This design comes from an exercise in tuning for small area, a short achievable clock period and few clock cycles per item on the open sky130 flow, not from production work.
The RTL was checked by simulation tests, not by an equivalence proof against the original design.

==> module idct_stage1_top, before the edit <==
module idct_stage1_top #(
    parameter int BLOCK_COLS = 40,
    parameter int BLOCK_ROWS = 30,
    parameter int RESULT_BASE = 76800
) (
    input  logic       CLOCK,
    input  logic       Resetn,
    input  logic       start,
    input  logic [15:0] sram_read_data,
    output logic [17:0] sram_address,
    output logic [15:0] sram_write_data,
    output logic       sram_we_n,
    output logic       busy,
    output logic       done
);
    localparam int NSEG = BLOCK_COLS * BLOCK_ROWS * 8;    
    localparam int RSEG_W = 14;
    localparam int WSEG_W = 15;
    localparam int WSEG0 = RESULT_BASE / 8 - 1;           
    logic [3:0] fc;                  
    logic [RSEG_W-1:0] rseg;         
    logic [WSEG_W-1:0] wseg;         
    logic wr_on;                     
    logic [3:0] fc_n;
    logic [2:0] kord;
    assign fc_n = fc + 4'd1;
    always_comb begin
        case (fc_n[2:0])
            3'd0: kord = 3'd0;
            3'd1: kord = 3'd1;
            3'd2: kord = 3'd3;
            3'd3: kord = 3'd2;
            3'd4: kord = 3'd7;
            3'd5: kord = 3'd6;
            3'd6: kord = 3'd4;
            default: kord = 3'd5;
        endcase
    end
    logic we;                        
    assign sram_we_n = !we;
    always_ff @(posedge CLOCK or negedge Resetn) begin
        if (!Resetn) begin
            busy <= 1'b0;
            done <= 1'b0;
            we <= 1'b0;
        end else begin
            done <= 1'b0;
            we <= 1'b0;
            if (!busy) begin
                if (start)
                    busy <= 1'b1;
            end else begin
                we <= fc_n[3] && wr_on;
                if (fc == 4'd14 && rseg == RSEG_W'(NSEG + 1)) begin
                    busy <= 1'b0;
                    done <= 1'b1;
                end
            end
        end
    end
    always_ff @(posedge CLOCK) begin
        if (!busy) begin
            fc <= 4'd0;
            rseg <= '0;
            wseg <= WSEG_W'(WSEG0);
            wr_on <= 1'b0;
            sram_address <= '0;
        end else begin
            fc <= fc_n;
            if (fc == 4'd7)
                rseg <= rseg + 1'b1;
            if (fc == 4'd15) begin
                wseg <= wseg + 1'b1;
                wr_on <= 1'b1;
            end
            if (fc_n[3])
                sram_address <= {wseg, fc_n[2:0]};
            else
                sram_address <= {1'b0, rseg, kord};
        end
    end
    logic signed [15:0] s_in, s_d1;
    logic s_vld;
    assign s_vld = (fc >= 4'd2) && (fc <= 4'd9);
    always_ff @(posedge CLOCK) begin
        s_in <= s_vld ? sram_read_data : 16'd0;
        s_d1 <= s_in;
    end
    logic signed [15:0] q1;
    logic signed [17:0] q3;
    logic signed [18:0] q5;
    logic signed [19:0] q15;
    logic qz5, qz6, qz7, qz8;    
    always_ff @(posedge CLOCK) begin
        q1  <= s_d1;
        q3  <= (18'(s_d1) <<< 1) + 18'(s_d1);
        q5  <= (19'(s_d1) <<< 2) + 19'(s_d1);
        q15 <= (20'(s_d1) <<< 4) - 20'(s_d1);
        qz5 <= (s_d1[4:0] == 5'd0);
        qz6 <= (s_d1[5:0] == 6'd0);
        qz7 <= (s_d1[6:0] == 7'd0);
        qz8 <= (s_d1[7:0] == 8'd0);
    end
    logic signed [24:0] p399;
    logic signed [25:0] p783, p851;
    logic signed [26:0] p1137;
    logic signed [23:0] p251, p181;
    logic signed [24:0] p473;
    assign p399  = (25'(q3) <<< 7) + 25'(q15);
    assign p783  = (26'(q3) <<< 8) + 26'(q15);
    assign p1137 = (27'(q1) <<< 10) + (27'(q1) <<< 7) - 27'(q15);
    assign p251  = (24'(q1) <<< 8) - 24'(q5);
    assign p473  = (25'(q15) <<< 5) - (25'(q1) <<< 3) + 25'(q1);
    assign p181  = (24'(q15) <<< 4) - (24'(q15) <<< 2) + 24'(q1);
    assign p851  = (26'(q3) <<< 8) + (26'(q5) <<< 4) + 26'(q3);
    logic signed [18:0] f1448, f2008, f1892, f1702, f1137;
    logic signed [17:0] f783;
    logic signed [16:0] f399;
    logic z5, z6, z7, z8;
    always_ff @(posedge CLOCK) begin
        f1448 <= 19'(p181 >>> 5);
        f2008 <= 19'(p251 >>> 5);
        f1892 <= 19'(p473 >>> 6);
        f1702 <= 19'(p851 >>> 7);
        f1137 <= 19'(p1137 >>> 8);
        f783  <= 18'(p783 >>> 8);
        f399  <= 17'(p399 >>> 8);
        z5 <= qz5;
        z6 <= qz6;
        z7 <= qz7;
        z8 <= qz8;
    end
    logic ld;                    
    logic [7:0] neg_n, pos_n;    
    logic [7:0] neg, pos;
    always_comb begin
        case (fc)
            4'd6:  neg_n = 8'b01101011;
            4'd7:  neg_n = 8'b00111010;
            4'd8:  neg_n = 8'b01011000;
            4'd9:  neg_n = 8'b00001111;
            4'd10: neg_n = 8'b01100100;
            4'd11: neg_n = 8'b00110101;
            4'd12: neg_n = 8'b01010111;
            default: neg_n = 8'b00000000;
        endcase
        pos_n = (fc == 4'd5) ? 8'b00000000 : ~neg_n;
    end
    always_ff @(posedge CLOCK) begin
        neg <= neg_n;
        pos <= pos_n;
        ld <= (fc == 4'd5);
    end
    logic signed [21:0] rz, ry, re, rf, ra, rb, rc, rd;
    function automatic logic signed [21:0] acc_step(input logic signed [21:0] prev,
                                                    input logic p,
                                                    input logic n,
                                                    input logic signed [18:0] f,
                                                    input logic z);
        logic [22:0] t;
        t = {(prev & {22{p | n}}), 1'b1} + {(22'(f) ^ {22{n}}), n & z};
        acc_step = t[22:1];
    endfunction
    always_ff @(posedge CLOCK) begin
        rz <= acc_step(rz, pos[7], neg[7], f1448, z5);
        ry <= acc_step(ry, pos[6], neg[6], f1448, z5);
        re <= acc_step(rf, pos[5], neg[5], f1892, z6);
        rf <= acc_step(re, pos[4], neg[4], 19'(f783), z8);
        ra <= acc_step(rc, pos[3], neg[3], f2008, z5);
        rb <= acc_step(ra, pos[2], neg[2], f1702, z7);
        rc <= acc_step(rd, pos[1], neg[1], f1137, z8);
        rd <= acc_step(rb, pos[0], neg[0], 19'(f399), z8);
    end
    logic [16:0] ch [8];
    function automatic logic [16:0] pack(input logic signed [21:0] v);
        pack = {v[21], (v[21:15] != {7{v[21]}}), v[14:0]};
    endfunction
    always_ff @(posedge CLOCK) begin
        if (ld) begin
            ch[0] <= pack(rz);
            ch[1] <= pack(rc);
            ch[2] <= pack(rf);
            ch[3] <= pack(ra);
            ch[4] <= pack(ry);
            ch[5] <= pack(rd);
            ch[6] <= pack(re);
            ch[7] <= pack(rb);
        end else begin
            for (int e = 0; e < 7; e++)
                ch[e] <= ch[e+1];
            ch[7] <= ch[7];
        end
        sram_write_data <= {ch[0][16], ch[0][15] ? {15{!ch[0][16]}} : ch[0][14:0]};
    end
endmodule
export LEC_CHECK = 0
export CAP_MARGIN = 20
export CORE_MARGIN = 2
export CORE_UTILIZATION = 40
export CTS_CLUSTER_DIAMETER = 120
export CTS_CLUSTER_SIZE = 24
export SLEW_MARGIN = 20
create_clock -name core_clock -period 12.0 [get_ports {CLOCK}]
run.sh (not shown) runs the stock make flow with config.mk's settings and CLKGATE_MAP_FILE= SYNTH_SCRIPT=/design/flow/synth_recipe.tcl, a recipe that flattens the netlist after the stock synthesis.
Testbench counts at the start, summed over its fixed seeds: cycles 614,468, pictures 4.
Change:
--- a/flow/design.v
+++ b/flow/design.v
@@ -119,20 +119,24 @@
     output logic       sram_we_n,
     output logic       busy,
     output logic       done
 );
     localparam int NSEG = BLOCK_COLS * BLOCK_ROWS * 8;    
-    localparam int RSEG_W = 14;
-    localparam int WSEG_W = 15;
-    localparam int WSEG0 = RESULT_BASE / 8 - 1;           
+    localparam int SEG_W = 14;
+    localparam int WOFS = RESULT_BASE / 8 - 1;            
     logic [3:0] fc;                  
-    logic [RSEG_W-1:0] rseg;         
-    logic [WSEG_W-1:0] wseg;         
+    logic [SEG_W-1:0] seg;           
     logic wr_on;                     
     logic [3:0] fc_n;
+    logic [SEG_W-1:0] seg_n;
+    logic [14:0] wseg;
     logic [2:0] kord;
+    logic we;                        
     assign fc_n = fc + 4'd1;
+    assign seg_n = (fc == 4'd15) ? seg + 1'b1 : seg;
+    assign wseg = 15'(seg) + 15'(WOFS);
+    assign sram_we_n = !we;
     always_comb begin
         case (fc_n[2:0])
             3'd0: kord = 3'd0;
             3'd1: kord = 3'd1;
             3'd2: kord = 3'd3;
@@ -141,12 +145,10 @@
             3'd5: kord = 3'd6;
             3'd6: kord = 3'd4;
             default: kord = 3'd5;
         endcase
     end
-    logic we;                        
-    assign sram_we_n = !we;
     always_ff @(posedge CLOCK or negedge Resetn) begin
         if (!Resetn) begin
             busy <= 1'b0;
             done <= 1'b0;
             we <= 1'b0;
@@ -156,36 +158,32 @@
             if (!busy) begin
                 if (start)
                     busy <= 1'b1;
             end else begin
                 we <= fc_n[3] && wr_on;
-                if (fc == 4'd14 && rseg == RSEG_W'(NSEG + 1)) begin
+                if (fc == 4'd14 && seg == SEG_W'(NSEG)) begin
                     busy <= 1'b0;
                     done <= 1'b1;
                 end
             end
         end
     end
     always_ff @(posedge CLOCK) begin
         if (!busy) begin
             fc <= 4'd0;
-            rseg <= '0;
-            wseg <= WSEG_W'(WSEG0);
+            seg <= '0;
             wr_on <= 1'b0;
             sram_address <= '0;
         end else begin
             fc <= fc_n;
-            if (fc == 4'd7)
-                rseg <= rseg + 1'b1;
-            if (fc == 4'd15) begin
-                wseg <= wseg + 1'b1;
+            seg <= seg_n;
+            if (fc == 4'd15)
                 wr_on <= 1'b1;
-            end
             if (fc_n[3])
                 sram_address <= {wseg, fc_n[2:0]};
             else
-                sram_address <= {1'b0, rseg, kord};
+                sram_address <= {1'b0, seg_n, kord};
         end
     end
     logic signed [15:0] s_in, s_d1;
     logic s_vld;
     assign s_vld = (fc >= 4'd2) && (fc <= 4'd9);
@@ -195,20 +193,15 @@
     end
     logic signed [15:0] q1;
     logic signed [17:0] q3;
     logic signed [18:0] q5;
     logic signed [19:0] q15;
-    logic qz5, qz6, qz7, qz8;    
     always_ff @(posedge CLOCK) begin
         q1  <= s_d1;
         q3  <= (18'(s_d1) <<< 1) + 18'(s_d1);
         q5  <= (19'(s_d1) <<< 2) + 19'(s_d1);
         q15 <= (20'(s_d1) <<< 4) - 20'(s_d1);
-        qz5 <= (s_d1[4:0] == 5'd0);
-        qz6 <= (s_d1[5:0] == 6'd0);
-        qz7 <= (s_d1[6:0] == 7'd0);
-        qz8 <= (s_d1[7:0] == 8'd0);
     end
     logic signed [24:0] p399;
     logic signed [25:0] p783, p851;
     logic signed [26:0] p1137;
     logic signed [23:0] p251, p181;
@@ -221,23 +214,23 @@
     assign p181  = (24'(q15) <<< 4) - (24'(q15) <<< 2) + 24'(q1);
     assign p851  = (26'(q3) <<< 8) + (26'(q5) <<< 4) + 26'(q3);
     logic signed [18:0] f1448, f2008, f1892, f1702, f1137;
     logic signed [17:0] f783;
     logic signed [16:0] f399;
-    logic z5, z6, z7, z8;
+    logic z5, z6, z7, z8;        
     always_ff @(posedge CLOCK) begin
         f1448 <= 19'(p181 >>> 5);
         f2008 <= 19'(p251 >>> 5);
         f1892 <= 19'(p473 >>> 6);
         f1702 <= 19'(p851 >>> 7);
         f1137 <= 19'(p1137 >>> 8);
         f783  <= 18'(p783 >>> 8);
         f399  <= 17'(p399 >>> 8);
-        z5 <= qz5;
-        z6 <= qz6;
-        z7 <= qz7;
-        z8 <= qz8;
+        z5 <= (q1[4:0] == 5'd0);
+        z6 <= (q1[5:0] == 6'd0);
+        z7 <= (q1[6:0] == 7'd0);
+        z8 <= (q1[7:0] == 8'd0);
     end
     logic ld;                    
     logic [7:0] neg_n, pos_n;    
     logic [7:0] neg, pos;
     always_comb begin
Outcome: Synthesized cell count decreases by 3.6%; register-to-register slack loses 0.40 ns; via count decreases by 3.4%; utilization decreases by 0.28 points; area after synthesis decreases by 2.7%; design area decreases by 2.9%; die area decreases by 2.7%; cell count decreases by 2.9%; worst setup slack loses 0.26 ns.
Testbench counts after the change, summed over its fixed seeds: cycles 614,468, pictures 4.

## what the ideal ports hide
In the flow no input, the clock included, has a driving cell. The finished layouts below were timed again as built, in two steps.
Step 1 assumes that a clkbuf_16 drives the clock port and a buf_2 every other input.
Step 2 adds t to the input delays and takes it off the output delays; t is the mean of the earliest and latest rising clock arrival at the registers after step 1. Input paths then give back, and output paths get back, about the clock's delay inside the block.
Three values: ideal ports, drivers, drivers and shift; two values: the first two.
| run | shift t [ns] | slack for setup (ns) | hold WS [ns] | worst slew at a driven data input, ns | pins driven straight from the clock port |
|---|---|---|---|---|---|
| the first run | 0.653 | 8.076 / 8.008 / 8.218 | 0.320 / 0.320 / 0.320 | 0.04 | 1 |
| the second run | 0.700 | 7.819 / 7.819 / 7.819 | 0.333 / 0.333 / 0.333 | 0.04 | 1 |
After both steps every run listed still meets setup and hold.
